This is an optimization exercise on Yosys and OpenROAD, whose aim is small area, not a production implementation. Only simulation tests tie the RTL to the original design; equivalence was not proved. Power and IR drop assume default switching activity.

$ cat flow/config.mk
export PLATFORM = sky130hd
export DESIGN_NAME = regfile_wr_demux
export DESIGN_NICKNAME = regfile_wr_demux
export VERILOG_FILES = /design/flow/design.v
export SDC_FILE = /design/flow/constraint.sdc
export NUM_CORES = 4
export LEC_CHECK = 0
export CAP_MARGIN = 20
export CORE_MARGIN = 2
export CORE_UTILIZATION = 40
export SLEW_MARGIN = 20
export SYNTH_HIERARCHICAL = 1
$ cat flow/constraint.sdc
create_clock -name core_clock -period 8.0 [get_ports {clk}]
set_input_delay 1.6000 -clock core_clock [delete_from_list [all_inputs] [get_ports {clk}]]
set_output_delay 1.6000 -clock core_clock [all_outputs]
set_load 0.01 [all_outputs]
$ cat flow/design.v
module regfile_wr_demux #(
    parameter int DATA_W = 32,
    parameter int ADDR_W = 5,
    parameter int BYPASS = 1
) (
    input  logic                 clk,
    input  logic                 rst_n,
    input  logic                 we,
    input  logic [ADDR_W-1:0]    waddr,
    input  logic [DATA_W-1:0]    wdata,
    input  logic [ADDR_W-1:0]    raddr1,
    input  logic [ADDR_W-1:0]    raddr2,
    output logic [DATA_W-1:0]    rdata1,
    output logic [DATA_W-1:0]    rdata2,
    output logic [2**ADDR_W-1:0] wr_onehot
);
    localparam int NREG = 2**ADDR_W;
    logic [DATA_W-1:0] regs_q [1:NREG-1];
    logic [NREG-1:1]   valid_q;
    logic [NREG-1:0]   wr_onehot_q;
    logic [NREG-1:0]   wr_onehot_d;
    always_comb begin
        wr_onehot_d = '0;
        for (int i = 1; i < NREG; i++) begin
            if (we && (waddr == ADDR_W'(i))) begin
                wr_onehot_d[i] = 1'b1;
            end
        end
    end
    always_ff @(posedge clk or negedge rst_n) begin
        if (!rst_n) begin
            valid_q     <= '0;
            wr_onehot_q <= '0;
        end else begin
            wr_onehot_q <= wr_onehot_d;
            valid_q     <= valid_q | wr_onehot_d[NREG-1:1];
        end
    end
    always_ff @(posedge clk) begin
        for (int i = 1; i < NREG; i++) begin
            if (wr_onehot_d[i]) begin
                regs_q[i] <= wdata;
            end
        end
    end
    logic hit1, hit2;
    logic [NREG-1:0] sel1, sel2;
    assign hit1 = (BYPASS != 0) && we && (waddr == raddr1) && (raddr1 != '0);
    assign hit2 = (BYPASS != 0) && we && (waddr == raddr2) && (raddr2 != '0);
    always_comb begin
        sel1[0] = hit1;
        sel2[0] = hit2;
        for (int i = 1; i < NREG; i++) begin
            sel1[i] = (raddr1 == ADDR_W'(i)) && valid_q[i] && !hit1;
            sel2[i] = (raddr2 == ADDR_W'(i)) && valid_q[i] && !hit2;
        end
    end
    for (genvar b = 0; b < DATA_W; b++) begin : g_rd
        logic [NREG-1:0] col;
        assign col[0] = wdata[b];
        for (genvar i = 1; i < NREG; i++) begin : g_col
            assign col[i] = regs_q[i][b];
        end
        regfile_rd_bit #(.N(NREG)) u_rd1 (.sel(sel1), .d(col), .q(rdata1[b]));
        regfile_rd_bit #(.N(NREG)) u_rd2 (.sel(sel2), .d(col), .q(rdata2[b]));
    end
    assign wr_onehot = wr_onehot_q;
endmodule
module regfile_rd_bit #(
    parameter int N = 32
) (
    input  logic [N-1:0] sel,
    input  logic [N-1:0] d,
    output logic         q
);
    localparam int G = N / 3;
    logic [G-1:0] y;
    for (genvar g = 0; g < G; g++) begin : g_aoi
        regfile_aoi3 u_aoi (.s(sel[3*g +: 3]), .d(d[3*g +: 3]), .y(y[g]));
    end
    assign q = ~&y | (|(sel[N-1:3*G] & d[N-1:3*G]));
endmodule
module regfile_aoi3 (
    input  logic [2:0] s,
    input  logic [2:0] d,
    output logic       y
);
    assign y = ~|(s & d);
endmodule
$ cat flow/run.sh
#!/bin/bash
# synth_recipe.tcl (not shown) runs the flow's synth.tcl, then flattens the netlist and writes it again
# the make line also repeats each setting of config.mk as NAME=value (left out here)
make -C /OpenROAD-flow-scripts/flow DESIGN_CONFIG=/design/flow/config.mk WORK_HOME=/design/flow/orfs CLKGATE_MAP_FILE= SYNTH_SCRIPT=/design/flow/synth_recipe.tcl finish
==> results of run 1 <==
==> worst max-delay path: stages <==
cell and delay, ps:
clkdlybuf4s50_1 710, xnor2_1 170, nand3_1 220, nor3_4 580, buf_4 360, nor3_4 160
buf_4 290, a222oi_1 350, nand4_1 330, or4_4 620, clkdlybuf4s50_1 520
==> per-layer routing <==
layer / vias up / part of all wire
met4: 6 / 0.048
li1: 11900 / -
met2: 2715 / 0.46
met1: 15200 / 0.35
met5: - / 0.00023
met3: 515 / 0.14
==> Yosys stat by module (local to each module, per instance), excerpt <==
module            copies in the design  cells
regfile_wr_demux                     1   1327
regfile_aoi3                       640      1
==> power by group through the flow <==
stage / registers (mW) / logic, mW / clock network (mW)
floorplan: 6.29 / 0.342 / 0
global route: 6.20 / 0.885 / 5.35
finish: 6.20 / 0.857 / 5.11
detailed placement: 6.31 / 0.838 / 0
global placement: 6.30 / 0.823 / 0
CTS: 6.19 / 0.840 / 5.13
==> path summary, 6_finish.rpt <==
path | cells after the start | end | slack, ps
max | 11 | rdata2[26] | 460
max in group asynchronous | 2 | valid_q[11] | 6310
min in group asynchronous | 2 | wr_onehot_q[19] | 1120
max reg2reg | 1 | valid_q[17] | 7160
min | 1 | valid_q[7] | 500
min reg2reg | 1 | valid_q[7] | 500
==> area by class of cell <==
class | count | area [µm²] | share of cell area
Sequential cell | 1054 | 31300 | 0.629
Tap cell | 1380 | 1730 | 0.0346
Clock buffer | 125 | 2830 | 0.0568
Antenna cell | 4 | 10.0 | 0.000201
Clock inverter | 62 | 737 | 0.0148
Inverter | 2 | 7.51 | 0.000151
Multi-Input combinational cell | 1208 | 10800 | 0.217
Timing Repair Buffer | 274 | 2390 | 0.0479
==> through the flow <==
step | utilization | power, mW | hold WS [ps] | area (µm²)
floorplan | - | 6.63 | 455 | 41600
detailed placement | 0.448 | 7.15 | 483 | 46300
finish | 0.482 | 12.2 | 497 | 49800
CTS | 0.483 | 12.2 | 499 | 49900
global route | 0.482 | 12.4 | 521 | 49800
global placement | 0.448 | 7.13 | 476 | 46300
==> placed cells by master (no fill, tap or decap), types with 8 or more instances in the layout <==
| cell | instances |
|---|---|
| clkbuf_16 | 111 |
| xnor2_1 | 8 |
| clkinv_2 | 24 |
| or2_2 | 20 |
| dfrtp_1 | 62 |
| nor3_2 | 22 |
| clkinv_1 | 14 |
| a22o_1 | 64 |
| clkdlybuf4s50_1 | 131 |
| buf_2 | 13 |
| nor2_4 | 32 |
| clkbuf_1 | 14 |
| a222oi_1 | 640 |
| nand3_1 | 22 |
| nand4_1 | 130 |
| nor4_2 | 21 |
| buf_4 | 127 |
| bufinv_16 | 16 |
| nor4_4 | 10 |
| nor3_4 | 11 |
| or2_1 | 15 |
| or4_4 | 65 |
| nand2_1 | 118 |
| edfxtp_1 | 992 |
==> cells by family after synthesis <==
kind of cell	count (synthesis)	share of synthesized area
AO/OA/AOI/OAI	709	0.169
flip-flops	1054	0.753
XOR/XNOR	8	0.00168
other	1	0.0000900
AND/OR/NAND/NOR	490	0.0738
buffers and inverters	25	0.00306
==> sequential cells by signal, summed over array words and instances (netlist names) <==
register     count
regs_q         992
valid_q         31
wr_onehot_q     31
==> out/qor.csv, run 1 <==
metric,value,unit
swShare,0.220,
clkLatencyLatePin,670,ps
finalMaxSlewViolations,0,
antenna_found_initial,8,
comb_power_share,0.070,
ctsResizeCount,0,
die_w,327,µm
yosysMostFrequentCell,edfxtp_1,
vias,30400,
cts_hold_buf,0,
synthDistinctLibCells,36,
dr.pass1.iters,13,
p_seq_frac,0.509,
drive_gt1_frac,0.179,
irDropWorstVdd,0.183,mV
power.leakage,15.7,nW
min_path_type,register to register,
layout.nets,2691,
startpoint_type,input pin,
synth-async-reset-ratio,0.0588,
clock_sinks,1054,
drt-wirelength-per-cell,37.4,µm
yosys.area.top_type_share,0.715,
p_int,9.49,mW
setup_violations,0,
grt-ovfl-total,0,
n_fill_cell,8609,
cts.htree.levels,3,
cts_buffers,101,
clock_skew,0,ps
setup.worst_path.start,raddr2[1],
drv_cap,0,
vias_per_cell,7.39,
fmax,0.133,GHz
reg2reg_from,valid_q[17],
use_met3,0.0792,
cts_max_path_buffers,3,
hold_viol,0,
cts.clk_slew.worst_paths,60,ps
drtIter0Drc,7181,
min_period_over_period,0.943,
seq_area_frac_synth,0.753,
path_max_fanout,21,
dieHeight,327,µm
cts_tree,yes,
syn2layout_area_growth,19.7,%
netlist_area,41600,µm²
power_density,244,nW/µm²
coreArea,103000,µm²
drt_wl_total,154000,µm
port_buffers,144,
timing.final.ws_setup,458,ps
yosysWarnings,8,
layout_min_cycle_time,7540,ps
synthTopCellsByArea,"edfxtp_1 (72%), a222oi_1 (15%), dfrtp_1 (3.7%)",
use_met2,0.444,
slew-limit-headroom,0.294,
finalSetupTns,0,ps
status,timing/DRC/antenna clean,
met1_usage,0.350,
fin_cells,4109,
fp-row-count,118,
ys_ff_latch,1054,
dp_hpwl,85300,µm
cts_root_buffer,clkbuf_16,
yosysTopAreaCell,edfxtp_1,
grt_first_pass_wirelength,213000,µm
remaining_drc_errors,0,
end_kind,output pin,
numPlacedInstances,3918,
cp_data_required_time,6400,ps
drtAntennaViolNets,0,
synth-edff-count,992,
worstHoldStart,valid_q[7],
die_area,107000,µm²
syn_inst,2287,
grt_setup_unrepaired,false,
post-place-ws,540,ps
place.gp.congestion,0.919,
synth_fp_nets,2337,
cts_setup_buffers,0,
p_sw,2.67,mW
synthFlopType,edfxtp_1,
cp.arrival,5940,ps
io_pins,146,
start_util,0.403,
worst_pin_slew,1050,ps
grt_max_degree,63,
clkPwrFrac,0.420,
ys_top_cells_by_count,"edfxtp_1 (992), a222oi_1 (640), nand4_1 (130)",
grtUsageTotal,0.277,
grt-busiest-layer,met2,
grt_pass1_vias,30000,
path_class,input pin to output pin,
syn_avg_cell_area,18.2,µm²
==> run 2, diff against run 1 <==
--- a/flow/config.mk
+++ b/flow/config.mk
@@ -8,5 +8,8 @@
 export CAP_MARGIN = 20
 export CORE_MARGIN = 2
 export CORE_UTILIZATION = 40
+export CTS_BUF_LIST = sky130_fd_sc_hd__clkbuf_8
+export CTS_CLUSTER_DIAMETER = 80
+export CTS_CLUSTER_SIZE = 18
 export SLEW_MARGIN = 20
 export SYNTH_HIERARCHICAL = 1
==> run 2 against run 1 <==
Net effect: still clean on timing, DRC and antenna; synthesized cell count stayed put; register-to-register slack lost 20 ps; first-iteration DRC count down 0.91%; clock-buffer cell count is 52 lower; design area down 5.0%; sequential power about the same; flip-flop and latch count stayed put; hold slack better by 17 ps; fmax shrank 0.22%; sequential share of layout area increased by 3.3 points; power fell by 22%; wire length shrank 0.84%.
==> out/qor.csv, run 2 <==
metric,value,unit
status,timing/DRC/antenna clean,
regMostFlops,regs_q,
synth_fp_nets,2337,
vias_per_cell,7.47,
synth-async-reset-ratio,0.0588,
slew-limit-headroom,0.269,
syn_inst,2287,
mostFrequentLayoutCell,edfxtp_1,
cts.clk_slew.worst_paths,90,ps
cp.arrival,5960,ps
power.leakage,14.5,nW
synthTopCellsByArea,"edfxtp_1 (72%), a222oi_1 (15%), dfrtp_1 (3.7%)",
cp_data_required_time,6400,ps
hold_viol,0,
setup_violations,0,
drt-wirelength-per-cell,38.0,µm
path_class,input pin to output pin,
drive_gt1_frac,0.154,
syn_avg_cell_area,18.2,µm²
reg2reg_from,valid_q[17],
final_cell_mix,"edfxtp_1 (992), a222oi_1 (640), clkdlybuf4s50_1 (133)",
start_util,0.403,
drt_wl_total,152000,µm
yosysMostFrequentCell,edfxtp_1,
netlist_area,41600,µm²
dieHeight,327,µm
swShare,0.236,
p_sw,2.25,mW
synth-edff-count,992,
comb_power_share,0.090,
p_seq_frac,0.649,
die_w,327,µm
cts_max_path_buffers,3,
rrSetupSlack,7140,ps
reg2reg_depth,1,
coreArea,103000,µm²
drtAntennaViolNets,0,
cts_buffers,69,
syn2layout_area_growth,13.7,%
ys_top_cells_by_count,"edfxtp_1 (992), a222oi_1 (640), nand4_1 (130)",
r2r_end,valid_q[17],
seq_area,31300,µm²
seq_area_frac_synth,0.753,
cts_hold_buf,0,
yosysTopAreaCell,edfxtp_1,
fin_util,0.458,
grt_max_degree,63,
grt_setup_unrepaired,false,
fp-row-count,118,
top_regs,"regs_q: 992 flops, valid_q: 31 flops, wr_onehot_q: 31 flops",
cts.htree.levels,3,
io_pins,146,
clkLatencyLatePin,720,ps
grt_pass1_vias,29400,
cts_tree,yes,
fmax,0.132,GHz
drv_cap,0,
p_total,9.53,mW
startpoint_type,input pin,
irDropWorstVdd,0.114,mV
grtUsageTotal,0.275,
min_path_type,register to register,
post-place-ws,540,ps
ys_ff_latch,1054,
largest_reg_flops,992,
synthDistinctLibCells,36,
yosysWarnings,8,
timing.final.ws_setup,441,ps
port_buffers,144,
path_max_fanout,21,
n_fill_cell,8854,
layout.nets,2660,
grt_first_pass_wirelength,211000,µm
worst_pin_slew,1090,ps
yosys.area.top_type_share,0.715,
hold_slack,514,ps
finalSetupTns,0,ps
synthFlopType,edfxtp_1,
die_area,107000,µm²
dp_hpwl,85300,µm
cp-endpoint,rdata2[26],
clock_skew,0,ps
numPlacedInstances,3918,
clock_sinks,1054,
setup.worst_path.start,raddr2[1],
cts_setup_buffers,0,
layout_min_cycle_time,7560,ps
cts_root_buffer,clkbuf_8,
final_design_area_no_fill,47400,µm²
remaining_drc_errors,0,
min_period_over_period,0.945,
p_int,7.29,mW
grt-ovfl-total,0,
drtIter0Drc,7116,
clkPwrFrac,0.261,
fin_cells,4005,
antenna_found_initial,5,
power_density,201,nW/µm²
place.gp.congestion,0.919,
vias,29900,
dpl_cell_area,46300,µm²
ctsResizeCount,0,
dr.pass1.iters,14,
end_kind,output pin,
multi_input_area,10800,µm²
finalMaxSlewViolations,0,
-- run 2: cells by family (layout without fill, tap and decap cells) --
kind of cell | Yosys count | count (layout) | synth area share
AND/OR/NAND/NOR | 490 | 490 | 0.0738
other | 1 | 3 | 0.0000900
XOR/XNOR | 8 | 8 | 0.00168
flip-flops | 1054 | 1054 | 0.753
AO/OA/AOI/OAI | 709 | 709 | 0.169
buffers and inverters | 25 | 361 | 0.00306
-- run 2: how the worst min path moves through the flow --
stage | startpoint | to | slack, ps | depth (start not counted)
2_1_floorplan | valid_q[23] | valid_q[23] | 460 | 1
3_3_place_gp | valid_q[10] | valid_q[10] | 480 | 1
3_5_place_dp | valid_q[7] | valid_q[7] | 480 | 1
4_1_cts | valid_q[7] | valid_q[7] | 510 | 1
5_1_grt | valid_q[10] | valid_q[10] | 530 | 1
6_report | valid_q[4] | valid_q[4] | 510 | 1
-- run 2: worst max-delay path, stage by stage --
cell	delay, ps
clkdlybuf4s50_1	710
xnor2_1	170
nand3_1	210
nor3_4	580
buf_4	360
nor3_4	160
buf_4	290
a222oi_1	350
nand4_1	350
or4_4	620
clkdlybuf4s50_1	520
-- run 2: area by class of cell --
cell class	count	area share
multi-input combinational	1208	0.228
clock buffer	73	0.0212
clock inverter	11	0.00129
antenna	2	0.000106
timing repair buffer	275	0.0510
inverter	2	0.000158
tap	1380	0.0365
sequential	1054	0.662
-- run 2: power groups by stage --
stage,Clock (mW),Sequential (mW),Combinational (mW)
floorplan,0,6.29,0.342
global placement,0,6.30,0.823
detailed placement,0,6.31,0.838
CTS,2.51,6.18,0.839
global route,2.69,6.20,0.887
finish,2.49,6.19,0.860
-- run 2: metal layers --
metal / GRT usage / wire, µm / vias up
met1: 0.346 / 53700 / 15100
met2: 0.441 / 70100 / 2614
met3: 0.0773 / 21200 / 492
met4: 0.125 / 7280 / 6
met5: 0.00222 / 41 / -
li1: - / - / 11700
-- run 2: Yosys stat by module, one instance, submodules excluded, a selection --
module	area (µm²)	cells
regfile_wr_demux	32900	1327
regfile_aoi3	10.0	1
==> run 3, diff against run 2 <==
--- a/flow/design.v
+++ b/flow/design.v
@@ -19,13 +19,15 @@
     logic [NREG-1:1]   valid_q;
     logic [NREG-1:0]   wr_onehot_q;
     logic [NREG-1:0]   wr_onehot_d;
+    logic [3:0] wr_hi;
+    logic [7:0] wr_lo;
     always_comb begin
-        wr_onehot_d = '0;
-        for (int i = 1; i < NREG; i++) begin
-            if (we && (waddr == ADDR_W'(i))) begin
-                wr_onehot_d[i] = 1'b1;
-            end
-        end
+        for (int j = 0; j < 4; j++) wr_hi[j] = we && (waddr[4:3] == 2'(j));
+        for (int k = 0; k < 8; k++) wr_lo[k] = (waddr[2:0] == 3'(k));
+    end
+    assign wr_onehot_d[0] = 1'b0;
+    for (genvar i = 1; i < NREG; i++) begin : g_wr
+        regfile_and2 u_wr (.a(wr_hi[i/8]), .b(wr_lo[i%8]), .y(wr_onehot_d[i]));
     end
     always_ff @(posedge clk or negedge rst_n) begin
         if (!rst_n) begin
@@ -47,13 +49,23 @@
     logic [NREG-1:0] sel1, sel2;
     assign hit1 = (BYPASS != 0) && we && (waddr == raddr1) && (raddr1 != '0);
     assign hit2 = (BYPASS != 0) && we && (waddr == raddr2) && (raddr2 != '0);
+    logic [3:0] r1_hi, r2_hi;
+    logic [7:0] r1_lo, r2_lo;
     always_comb begin
-        sel1[0] = hit1;
-        sel2[0] = hit2;
-        for (int i = 1; i < NREG; i++) begin
-            sel1[i] = (raddr1 == ADDR_W'(i)) && valid_q[i] && !hit1;
-            sel2[i] = (raddr2 == ADDR_W'(i)) && valid_q[i] && !hit2;
+        for (int j = 0; j < 4; j++) begin
+            r1_hi[j] = (raddr1[4:3] == 2'(j)) && !hit1;
+            r2_hi[j] = (raddr2[4:3] == 2'(j)) && !hit2;
         end
+        for (int k = 0; k < 8; k++) begin
+            r1_lo[k] = (raddr1[2:0] == 3'(k));
+            r2_lo[k] = (raddr2[2:0] == 3'(k));
+        end
+    end
+    assign sel1[0] = hit1;
+    assign sel2[0] = hit2;
+    for (genvar i = 1; i < NREG; i++) begin : g_sel
+        regfile_and3 u_sel1 (.a(r1_hi[i/8]), .b(r1_lo[i%8]), .c(valid_q[i]), .y(sel1[i]));
+        regfile_and3 u_sel2 (.a(r2_hi[i/8]), .b(r2_lo[i%8]), .c(valid_q[i]), .y(sel2[i]));
     end
     for (genvar b = 0; b < DATA_W; b++) begin : g_rd
         logic [NREG-1:0] col;
@@ -87,3 +99,18 @@
 );
     assign y = ~|(s & d);
 endmodule
+module regfile_and2 (
+    input  logic a,
+    input  logic b,
+    output logic y
+);
+    assign y = a & b;
+endmodule
+module regfile_and3 (
+    input  logic a,
+    input  logic b,
+    input  logic c,
+    output logic y
+);
+    assign y = a & b & c;
+endmodule
==> flow/flow/run.sh (new file) <==
#!/bin/bash
# The standard layout (standard.sh), with two changes:
#  - the port buffers that global placement adds are the smallest buffer,
#    sky130_fd_sc_hd__buf_1, instead of the cell buffer_ports picks by default;
#  - clock tree synthesis clusters sinks under clkbuf_8 buffers without dummy loads.
# Each step's full log is in orfs/logs/; make's own output goes to flow_make.log.
set -euo pipefail
CTS="-sink_clustering_enable -repair_clock_nets -sink_clustering_size 18"
CTS="$CTS -sink_clustering_max_diameter 80 -buf_list sky130_fd_sc_hd__clkbuf_8 -dont_use_dummy_load"
bash standard.sh "BUFFER_PORTS_ARGS=-buffer_cell sky130_fd_sc_hd__buf_1" "CTS_ARGS=$CTS" finish \
  > flow_make.log 2>&1
==> flow/standard.sh (new file) <==
#!/bin/bash
# synth_recipe.tcl (not shown) runs the flow's synth.tcl, then flattens the netlist and writes it again
# the make line also repeats each setting of config.mk as NAME=value (left out here)
make -C /OpenROAD-flow-scripts/flow DESIGN_CONFIG=/design/flow/config.mk WORK_HOME=/design/flow/orfs CLKGATE_MAP_FILE= SYNTH_SCRIPT=/design/flow/synth_recipe.tcl "${@:-finish}"
removed: flow/run.sh
==> run 3 against run 2 <==
Net effect: still clean; design area decreased by 3.8%; via count is 0.28% higher; global-route usage rose by 0.88 points; combinational power fell by 13%; register-to-register slack better by 50 ps; synthesized cell count fell by 2.9%; clock power is 3% lower; area after synthesis is 0.54% lower; critical endpoint is now rdata2[6]; largest power group unchanged.
==> out/qor.csv, run 3 <==
metric,value,unit
finalSetupTns,0,ps
layout.nets,2594,
hold_viol,0,
drtIter0Drc,8593,
p_int,7.15,mW
syn2layout_area_growth,9.97,%
cts.clk_slew.worst_paths,110,ps
clock_skew,0,ps
reg2reg_from,valid_q[30],
multi_input_area,10000,µm²
drt-wirelength-per-cell,39.7,µm
antenna_found_initial,7,
synth-async-reset-ratio,0.0588,
end_kind,output pin,
coreArea,103000,µm²
top_regs,"regs_q: 992 flops, valid_q: 31 flops, wr_onehot_q: 31 flops",
min_path_type,register to register,
cts_setup_buffers,0,
path_class,input pin to output pin,
rrSetupSlack,7190,ps
reg2reg_depth,1,
path_max_fanout,32,
worst_pin_slew,1240,ps
p_total,9.35,mW
yosysMostFrequentCell,edfxtp_1,
worstHoldStart,valid_q[19],
vias,30000,
clkLatencyLatePin,710,ps
cts.htree.levels,3,
regMostFlops,regs_q,
dr.pass1.iters,12,
syn_inst,2221,
dp_hpwl,84300,µm
remaining_drc_errors,0,
final_cell_mix,"edfxtp_1 (992), a222oi_1 (640), buf_1 (143)",
comb_power_share,0.080,
r2r_end,valid_q[30],
synthFlopType,edfxtp_1,
syn_avg_cell_area,18.6,µm²
cts_tree,yes,
synth_fp_nets,2271,
grt_max_degree,63,
cts_buffers,69,
place.gp.congestion,0.923,
die_w,326,µm
p_seq_frac,0.661,
p_sw,2.21,mW
cts_root_buffer,clkbuf_8,
clkPwrFrac,0.259,
cp_data_required_time,6400,ps
dieHeight,326,µm
grt_setup_unrepaired,false,
grt_first_pass_wirelength,215000,µm
ys_top_cells_by_count,"edfxtp_1 (992), a222oi_1 (640), nand4_1 (128)",
vias_per_cell,7.64,
drtAntennaViolNets,0,
timing.final.ws_setup,1090,ps
ys_ff_latch,1054,
mostFrequentLayoutCell,edfxtp_1,
power_density,205,nW/µm²
seq_area,31300,µm²
drive_gt1_frac,0.135,
finalMaxSlewViolations,0,
fp-row-count,118,
clock_sinks,1054,
drt_wl_total,156000,µm
grt_pass1_vias,29900,
slew-limit-headroom,0.171,
cts_hold_buf,0,
cp-endpoint,rdata2[6],
largest_reg_flops,992,
synthDistinctLibCells,35,
setup_violations,0,
synthTopCellsByArea,"edfxtp_1 (72%), a222oi_1 (15%), dfrtp_1 (3.7%)",
io_pins,146,
seq_area_frac_synth,0.757,
die_area,106000,µm²
grt-ovfl-total,0,
status,timing/DRC/antenna clean,
cts_max_path_buffers,3,
fmax,0.145,GHz
start_util,0.402,
startpoint_type,input pin,
yosysTopAreaCell,edfxtp_1,
ctsResizeCount,0,
port_buffers,144,
synth-edff-count,992,
cp.arrival,5310,ps
n_fill_cell,9031,
swShare,0.236,
layout_min_cycle_time,6910,ps
drv_cap,0,
yosys.area.top_type_share,0.719,
netlist_area,41400,µm²
power.leakage,14.3,nW
post-place-ws,1370,ps
setup.worst_path.start,waddr[1],
grtUsageTotal,0.283,
yosysWarnings,8,
min_period_over_period,0.864,
irDropWorstVdd,0.125,mV
## run 3: critical path: stages
cell and delay, ps:
buf_1 330, xnor2_1 130, and3_4 210, a311oi_1 970, and3_2 1210, a222oi_1 240, nand4_1 170, or4_4 210
buf_1 210
## run 3: how the worst min path moves through the flow
stage / to / slack, ps / cells after the start
5_1_grt: valid_q[26] / 510 / 1
4_1_cts: valid_q[28] / 490 / 1
6_report: valid_q[19] / 490 / 1
2_1_floorplan: valid_q[10] / 450 / 1
3_3_place_gp: valid_q[15] / 460 / 1
3_5_place_dp: valid_q[19] / 460 / 1
## run 3: modules after synthesis (local to each module, per instance), a selection
module            flops+latches  cells inside  copies in the design
regfile_and3                  0             1                    62
regfile_wr_demux           1054          1168                     1
regfile_aoi3                  0             1                   640
regfile_and2                  0             1                    31
## run 3: final cells by class
cell class,count,share of cell area
Clock buffer,69,0.0208
Multi-Input combinational cell,1153,0.221
Timing Repair Buffer,264,0.0322
Sequential cell,1054,0.688
Antenna cell,3,0.000165
Inverter,2,0.000165
Tap cell,1380,0.0379
## run 3: cell families after synthesis
logic type                Yosys count  share of synthesized area
AOI/OAI and AO/OA                 713                      0.170
other                               1                  0.0000905
buffers and inverters              14                    0.00260
DFF                              1054                      0.757
xor gates and xnor gates           10                    0.00211
and+or+nand+nor                   429                     0.0689
## run 3: power groups by stage
stage / clock network (mW) / registers, mW / logic (mW)
after CTS: 2.43 / 6.18 / 0.730
after floorplan: 0 / 6.28 / 0.334
after global routing: 2.61 / 6.19 / 0.770
after detailed placement: 0 / 6.30 / 0.729
final: 2.42 / 6.18 / 0.751
after global placement: 0 / 6.29 / 0.715
## run 3: per-layer routing
layer / wire [µm] / up-vias / global-route usage / share of wire
met5: 135 / - / 0.00754 / 0.00087
met4: 8240 / 6 / 0.140 / 0.053
met3: 26300 / 474 / 0.0887 / 0.17
met2: 67600 / 3030 / 0.418 / 0.43
met1: 53400 / 15000 / 0.379 / 0.34
li1: - / 11500 / - / -
## run 3: through the flow
| stage | area (µm²) | util | hold slack (ps) | cells |
|---|---|---|---|---|
| 2_1_floorplan | 41400 | - | 445 | 2221 |
| 3_3_place_gp | 44500 | 0.432 | 464 | 3851 |
| 3_5_place_dp | 44500 | 0.432 | 464 | 3851 |
| 4_1_cts | 45500 | 0.441 | 486 | 3920 |
| 5_1_grt | 45500 | 0.442 | 507 | 3925 |
| 6_report | 45500 | 0.442 | 491 | 3925 |
==> run 4, diff against run 3 <==
--- a/flow/design.v
+++ b/flow/design.v
@@ -86,11 +86,12 @@
     output logic         q
 );
     localparam int G = N / 3;
-    logic [G-1:0] y;
+    logic [G:0] y;
     for (genvar g = 0; g < G; g++) begin : g_aoi
         regfile_aoi3 u_aoi (.s(sel[3*g +: 3]), .d(d[3*g +: 3]), .y(y[g]));
     end
-    assign q = ~&y | (|(sel[N-1:3*G] & d[N-1:3*G]));
+    regfile_aoi2 u_aoi_last (.s(sel[N-1:3*G]), .d(d[N-1:3*G]), .y(y[G]));
+    regfile_nand11 u_nand (.y(y), .q(q));
 endmodule
 module regfile_aoi3 (
     input  logic [2:0] s,
@@ -114,3 +115,16 @@
 );
     assign y = a & b & c;
 endmodule
+module regfile_aoi2 (
+    input  logic [1:0] s,
+    input  logic [1:0] d,
+    output logic       y
+);
+    assign y = ~|(s & d);
+endmodule
+module regfile_nand11 (
+    input  logic [10:0] y,
+    output logic        q
+);
+    assign q = ~&y;
+endmodule
==> flow/flow/run.sh (replaced) <==
#!/bin/bash
# The standard layout (standard.sh), with three changes:
#  - before global placement, flow/downsize.tcl gives each combinational cell
#    the smallest drive strength of its function; placement's repair and the
#    timing repair size up what the layout needs;
#  - the port buffers that global placement adds are sky130_fd_sc_hd__buf_1;
#  - clock tree synthesis clusters at most 16 sinks within 80 um under
#    clkbuf_8 buffers, without dummy loads.
# Each step's full log is in orfs/logs/; make's own output goes to flow_make.log.
set -euo pipefail
HERE=$(pwd)
CTS="-sink_clustering_enable -repair_clock_nets -sink_clustering_size 16"
CTS="$CTS -sink_clustering_max_diameter 80 -buf_list sky130_fd_sc_hd__clkbuf_8 -dont_use_dummy_load"
bash standard.sh "BUFFER_PORTS_ARGS=-buffer_cell sky130_fd_sc_hd__buf_1" "CTS_ARGS=$CTS" \
  "PRE_GLOBAL_PLACE_TCL=$HERE/flow/downsize.tcl" finish > flow_make.log 2>&1
==> flow/flow/downsize.tcl (new file) <==
# Before global placement: give every combinational cell the smallest-area
# variant of its own function (same base name, other drive strength). Placement's
# repair and timing repair then size up only what the layout needs.
set db [ord::get_db]
set block [ord::get_db_block]
set dont_use $::env(DONT_USE_CELLS)
set swapped 0
set saved 0
foreach inst [$block getInsts] {
  set m [$inst getMaster]
  set name [$m getName]
  if {![regexp {^(sky130_fd_sc_hd__([a-z0-9]+))_([0-9]+)$} $name -> base func size]} { continue }
  if {[regexp {^(df|edf|sdf|dl|conb|tap|fill|decap|clk|buf|inv)} $func]} { continue }
  set best $m
  set best_area [expr {[$m getWidth] * [$m getHeight]}]
  foreach s {0 1 2 4} {
    set cand [$db findMaster ${base}_$s]
    if {$cand eq "NULL" || $cand eq ""} { continue }
    if {[lsearch -exact $dont_use [$cand getName]] >= 0} { continue }
    set a [expr {[$cand getWidth] * [$cand getHeight]}]
    if {$a < $best_area} { set best $cand; set best_area $a }
  }
  if {$best ne $m} {
    set old_area [expr {[$m getWidth] * [$m getHeight]}]
    if {[$inst swapMaster $best]} {
      incr swapped
      set saved [expr {$saved + $old_area - $best_area}]
    }
  }
}
puts "downsize: swapped $swapped cells, [expr {$saved / 1e6}] um^2 less"
--- a/flow/config.mk
+++ b/flow/config.mk
@@ -8,8 +8,5 @@
 export CAP_MARGIN = 20
 export CORE_MARGIN = 2
 export CORE_UTILIZATION = 40
-export CTS_BUF_LIST = sky130_fd_sc_hd__clkbuf_8
-export CTS_CLUSTER_DIAMETER = 80
-export CTS_CLUSTER_SIZE = 18
 export SLEW_MARGIN = 20
 export SYNTH_HIERARCHICAL = 1
==> run 4 against run 3 <==
Net effect: still clean on timing, DRC and antenna; flip-flop and latch count unchanged; critical path depth unchanged; via count up 2.5%; hold slack about the same; worst setup slack worse by 180 ps; fmax down 2.6%; non-clock buffer count up 3; clock-buffer cell count up 7; cell count up 0.43%; combinational power down 12%; clock skew unchanged; sequential share of layout area up 0.27 points; largest power group unchanged; highest routed layer unchanged.
==> out/qor.csv, run 4 <==
metric,value,unit
status,timing/DRC/antenna clean,
end_kind,output pin,
path_class,input pin to output pin,
netlist_area,41400,µm²
use_met2,0.459,
dpl_cell_area,44300,µm²
vias,30800,
worst_pin_slew,1230,ps
cts_max_path_buffers,3,
numPlacedInstances,3856,
cts_setup_buffers,0,
grt-busiest-layer,met2,
layout.nets,2604,
yosysMostFrequentCell,edfxtp_1,
final_design_area_no_fill,45400,µm²
remaining_drc_errors,0,
fin_util,0.440,
cts_hold_buf,0,
clkPwrFrac,0.270,
yosysTopAreaCell,edfxtp_1,
clkLatencyLatePin,740,ps
ys_ff_latch,1054,
setup_violations,0,
die_area,106000,µm²
hold_slack,490,ps
drtAntennaViolNets,0,
layout_min_cycle_time,7090,ps
synthDistinctLibCells,36,
die_w,326,µm
path_max_fanout,32,
min_path_type,register to register,
port_buffers,144,
grt_setup_unrepaired,false,
mostFrequentLayoutCell,edfxtp_1,
cts_buffers,76,
grt-ovfl-total,0,
grt_pass1_vias,29800,
finalSetupTns,0,ps
drt_wl_total,166000,µm
grt_first_pass_wirelength,225000,µm
io_pins,146,
ctsResizeCount,0,
slew-limit-headroom,0.180,
p_int,7.17,mW
dp_hpwl,91000,µm
met1_usage,0.371,
drive_gt1_frac,0.120,
coreArea,103000,µm²
fin_cells,3942,
drv_cap,0,
n_fill_cell,9089,
drt-wirelength-per-cell,42.1,µm
yosysWarnings,8,
synthFlopType,edfxtp_1,
clock_skew,0,ps
power_density,206,nW/µm²
clock_sinks,1054,
cp_data_required_time,6400,ps
final_cell_mix,"edfxtp_1 (992), a222oi_1 (640), buf_1 (141)",
dieHeight,326,µm
fp-row-count,118,
synth-async-reset-ratio,0.0588,
fmax,0.141,GHz
synthTopCellsByArea,"edfxtp_1 (72%), a222oi_1 (15%), dfrtp_1 (3.7%)",
finalMaxSlewViolations,0,
antenna_found_initial,15,
irDropWorstVdd,0.113,mV
syn_inst,2221,
seq_area_frac_synth,0.757,
hold_viol,0,
cp.arrival,5490,ps
p_sw,2.19,mW
cts_tree,yes,
drtIter0Drc,8045,
syn2layout_area_growth,9.54,%
top_regs,"regs_q: 992 flops, valid_q: 31 flops, wr_onehot_q: 31 flops",
grtUsageTotal,0.301,
cts.htree.levels,3,
use_met3,0.113,
start_util,0.402,
min_period_over_period,0.887,
synth-edff-count,992,
dr.pass1.iters,14,
ys_top_cells_by_count,"edfxtp_1 (992), a222oi_1 (640), nand4_1 (128)",
vias_per_cell,7.80,
startpoint_type,input pin,
yosys.area.top_type_share,0.719,
grt_max_degree,63,
swShare,0.234,
regMostFlops,regs_q,
comb_power_share,0.070,
cts.clk_slew.worst_paths,110,ps
place.gp.congestion,0.867,
power.leakage,14.2,nW
largest_reg_flops,992,
syn_avg_cell_area,18.6,µm²
cts_root_buffer,clkbuf_8,
synth_fp_nets,2271,
p_seq_frac,0.660,
==> run 4: cell count changes in the layout (fill, tap and decap cells not counted), moves of 23 or more <==
cell,before,now
a22oi_1,0,64
nand2_1,73,9
or3_1,0,65
or4_4,64,0
nand3_1,0,64
and3_2,17,40
a22o_1,64,0
==> run 4: per-layer routing <==
layer | wire [µm] | up-vias | part of all wire
li1 | - | 11500 | -
met1 | 54800 | 15500 | 0.33
met2 | 73500 | 3115 | 0.44
met3 | 27000 | 651 | 0.16
met4 | 10600 | 12 | 0.064
met5 | 203 | - | 0.0012
==> run 4: metrics by stage <==
stage / total power [mW] / setup slack [ps]
final: 9.36 / 907
after global routing: 9.57 / 1110
after CTS: 9.35 / 1250
after detailed placement: 6.94 / 1230
after global placement: 6.92 / 1320
after floorplan: 6.57 / 2430
==> run 4: area by class of cell <==
| cell class | instances | area, µm² | share of cell area |
|---|---|---|---|
| inverters | 2 | 7.51 | 0.000165 |
| clock buffers | 76 | 1050 | 0.0231 |
| diodes | 10 | 25.0 | 0.000552 |
| well taps | 1380 | 1730 | 0.0381 |
| flip-flops and latches | 1054 | 31300 | 0.691 |
| multi-input cells | 1153 | 9730 | 0.214 |
| repair buffers | 267 | 1490 | 0.0329 |
==> run 4: kinds of logic after synthesis <==
logic type	count (synthesis)	synth area share
buf+inv	14	0.00260
compound gates	713	0.175
flops	1054	0.757
simple gates	429	0.0631
other cells	1	0.0000905
xor+xnor	10	0.00211
==> run 4: per-module statistics from Yosys (local to each module, per instance), a selection <==
module | cells inside | flip-flops and latches | area [µm²]
regfile_wr_demux | 1168 | 1054 | 32100
regfile_nand11 | 4 | 0 | 23.8
regfile_aoi2 | 1 | 0 | 12.5
regfile_aoi3 | 1 | 0 | 10.0
regfile_and2 | 1 | 0 | 6.26
regfile_and3 | 1 | 0 | 6.26
==> run 4: path summary, 6_finish.rpt <==
kind                        startpoint              end  slack [ps]  cells past startpoint
max in group asynchronous        rst_n  wr_onehot_q[24]        6390                      2
setup / recovery             raddr2[2]        rdata2[5]         910                      9
hold / removal             valid_q[25]      valid_q[25]         490                      1
min in group asynchronous        rst_n      valid_q[19]         980                      2
hold reg to reg            valid_q[25]      valid_q[25]         490                      1
setup reg to reg           valid_q[12]      valid_q[12]        7190                      1
==> run 4: power groups by stage <==
stage | Combinational (mW) | Clock, mW | Sequential [mW]
after floorplan | 0.288 | 0 | 6.29
after global placement | 0.628 | 0 | 6.29
after detailed placement | 0.640 | 0 | 6.30
after CTS | 0.641 | 2.53 | 6.17
after global routing | 0.680 | 2.71 | 6.19
final | 0.658 | 2.52 | 6.18
==> run 4: worst max-delay path, cell delays in order <==
cell and delay [ps]:
buf_1 180, nor3_1 540, nor2_1 100, a311oi_1 950
and3_2 1150, a222oi_1 180, nand4_1 380, or3_1 230
buf_1 170
==> run 5, diff against run 4 <==
--- a/flow/config.mk
+++ b/flow/config.mk
@@ -8,5 +8,6 @@
 export CAP_MARGIN = 20
 export CORE_MARGIN = 2
 export CORE_UTILIZATION = 40
+export PLACE_DENSITY = 0.8
 export SLEW_MARGIN = 20
 export SYNTH_HIERARCHICAL = 1
==> run 5 against run 4 <==
Net effect: still clean; wire length fell by 9.4%; synthesized cell count is the same; clock power fell by 2%; clock skew is the same; sequential share of layout area grew 0.60 points; cell count decreased by 1.3%.
==> out/qor.csv, run 5 <==
metric,value,unit
drtIter0Drc,8664,
drtAntennaViolNets,0,
dp_hpwl,81500,µm
dieHeight,326,µm
die_w,326,µm
io_pins,146,
final_cell_mix,"edfxtp_1 (992), a222oi_1 (640), buf_1 (140)",
port_buffers,144,
power.leakage,13.9,nW
slew-limit-headroom,0.0901,
startpoint_type,input pin,
clkLatencyLatePin,720,ps
drt-wirelength-per-cell,38.7,µm
synthSimpleGateAreaFrac,0.0631,
hold_viol,0,
cts.htree.levels,3,
path_class,input pin to output pin,
grt_pass1_vias,30000,
worst_pin_slew,1360,ps
drv_cap,0,
cts_setup_buffers,0,
top_regs,"regs_q: 992 flops, valid_q: 31 flops, wr_onehot_q: 31 flops",
syn_avg_cell_area,18.6,µm²
cts_tree,yes,
synth_top_family_by_area,compound AO/OA/AOI/OAI gates,
ys_top_cells_by_count,"edfxtp_1 (992), a222oi_1 (640), nand4_1 (128)",
n_fill_cell,8761,
layout_min_cycle_time,6900,ps
cts_hold_buf,0,
fmax,0.145,GHz
fp-row-count,118,
grt_setup_unrepaired,false,
coreArea,103000,µm²
finalMaxSlewViolations,0,
synthAdderAreaFrac,0,
start_util,0.402,
place.gp.congestion,0.887,
final_design_area_no_fill,45000,µm²
grt_max_degree,63,
netlist_area,41400,µm²
hold_slack,500,ps
min_path_type,register to register,
yosysWarnings,8,
remaining_drc_errors,0,
syn2layout_area_growth,8.60,%
synth-async-reset-ratio,0.0588,
cts_buffers,75,
antenna_found_initial,18,
setup_violations,0,
path_max_fanout,19,
grtUsageTotal,0.271,
finalSetupTns,0,ps
clock_sinks,1054,
ys_ff_latch,1054,
syn_inst,2221,
synth-compound-area-share,0.175,
die_area,106000,µm²
cts_root_buffer,clkbuf_8,
clock_skew,0,ps
synthFlopType,edfxtp_1,
muxShareOfSynthArea,0,
drt_wl_total,150000,µm
dr.pass1.iters,14,
mostFrequentLayoutCell,edfxtp_1,
cp.arrival,5300,ps
grt-ovfl-total,0,
yosysMostFrequentCell,edfxtp_1,
vias,30700,
power_density,206,nW/µm²
grt_first_pass_wirelength,207000,µm
ctsResizeCount,0,
drive_gt1_frac,0.108,
min_period_over_period,0.863,
regMostFlops,regs_q,
cp_data_required_time,6400,ps
seq_area_frac_synth,0.757,
irDropWorstVdd,0.124,mV
synth_fp_nets,2271,
layout.nets,2549,
end_kind,output pin,
synthTopCellsByArea,"edfxtp_1 (72%), a222oi_1 (15%), dfrtp_1 (3.7%)",
dpl_cell_area,43900,µm²
largest_reg_flops,992,
yosysTopAreaCell,edfxtp_1,
yosys.area.top_type_share,0.719,
synth_xor_area_frac,0.00211,
vias_per_cell,7.90,
status,timing/DRC/antenna clean,
synth-edff-count,992,
synthDistinctLibCells,36,
cts_max_path_buffers,3,
cts.clk_slew.worst_paths,100,ps
run 5: kinds of logic after synthesis:
| family | Yosys count |
|---|---|
| flops | 1054 |
| other cells | 1 |
| simple gates | 429 |
| compound gates | 713 |
| xor+xnor | 10 |
| buf+inv | 14 |
run 5: metrics by stage:
step | util | total power, mW | setup WS (ps) | cells
3_5_place_dp | 0.426 | 6.91 | 1310 | 3801
4_1_cts | 0.436 | 9.23 | 1310 | 3876
6_report | 0.436 | 9.29 | 1100 | 3889
2_1_floorplan | - | 6.57 | 2430 | 2221
5_1_grt | 0.436 | 9.49 | 1000 | 3885
3_3_place_gp | 0.426 | 6.89 | 1460 | 3801
run 5: path summary, 6_finish.rpt:
kind | startpoint | end | slack (ps) | cells past startpoint
min | valid_q[31] | valid_q[31] | 500 | 1
min in group asynchronous | rst_n | wr_onehot_q[22] | 1080 | 2
min reg2reg | valid_q[31] | valid_q[31] | 500 | 1
max reg2reg | valid_q[1] | valid_q[1] | 7160 | 1
max | waddr[1] | rdata2[17] | 1100 | 10
max in group asynchronous | rst_n | wr_onehot_q[14] | 6220 | 2
run 5: layer usage:
layer,track usage,vias to the layer above,share of wire
met5,0.0102,-,0.0021
met1,0.317,14600,0.30
met3,0.127,927,0.20
met2,0.407,3800,0.43
met4,0.160,16,0.073
li1,-,11400,-
run 5: final cells by class:
cell class                      count  area (µm²)  area share
Antenna cell                       12        30.0    0.000668
Clock buffer                       75        1030      0.0229
Inverter                            2        7.51    0.000167
Multi-Input combinational cell   1153        9770       0.217
Sequential cell                  1054       31300       0.697
Tap cell                         1380        1730      0.0384
Timing Repair Buffer              213        1080      0.0240
run 5: Yosys stat by module (local to each module, per instance), excerpt:
module	cells	times used	flip-flops and latches	area, µm²
regfile_nand11	4	64	0	23.8
regfile_aoi2	1	64	0	12.5
regfile_and3	1	62	0	6.26
regfile_wr_demux	1168	1	1054	32100
regfile_and2	1	31	0	6.26
regfile_aoi3	1	640	0	10.0
run 5: critical path, cell delays in order:
cell      delay [ps]
buf_1            330
xnor2_1          120
and3_1           240
a311oi_1         780
and3_1          1060
buf_4            430
a222oi_1         160
nand4_1          120
or3_1            190
buf_1            220
run 5: report_power, final:
part           total (mW)  internal [mW]  switching (mW)  leakage [nW]
logic               0.639          0.185           0.454          3.59
clock network        2.47          0.845            1.62         0.539
registers            6.18           6.12          0.0588          9.72

==> afterwards: timing with drivers on the ports <==
The flow's constraints put no driver on any port. The routed layouts listed below were extracted and timed again, unchanged, in two steps. Step 1, drivers: a clkbuf_16 drives clk and a buf_2 each remaining input, both assumed. Step 2 also shifts input and output timing later by t, the mid clock arrival at the registers, as if the neighbouring blocks saw the same clock. Slacks: ideal / step 1 / step 2; pairs: ideal / step 1.
run | t, ns | slack for setup (ns) | worst setup path after step 2 | clock arrival spread, ns | cell pins on the clock port's net
run 1 | 0.745 | 0.458 / 0.432 / 0.432 | input to output | 0.031 / 0.032 | 1
run 2 | 0.793 | 0.441 / 0.416 / 0.416 | input to output | 0.048 / 0.049 | 1
run 3 | 0.772 | 1.092 / 1.066 / 1.066 | input to output | 0.070 / 0.069 | 1
run 4 | 0.790 | 0.907 / 0.869 / 0.869 | input to output | 0.079 / 0.078 | 1
run 5 | 0.774 | 1.097 / 0.923 / 0.923 | input to output | 0.054 / 0.053 | 1
After both steps every run listed still meets setup and hold. The setup slack of run 5, which loses most, moves by -0.174 ns with the drivers and by -0.174 ns with both steps.
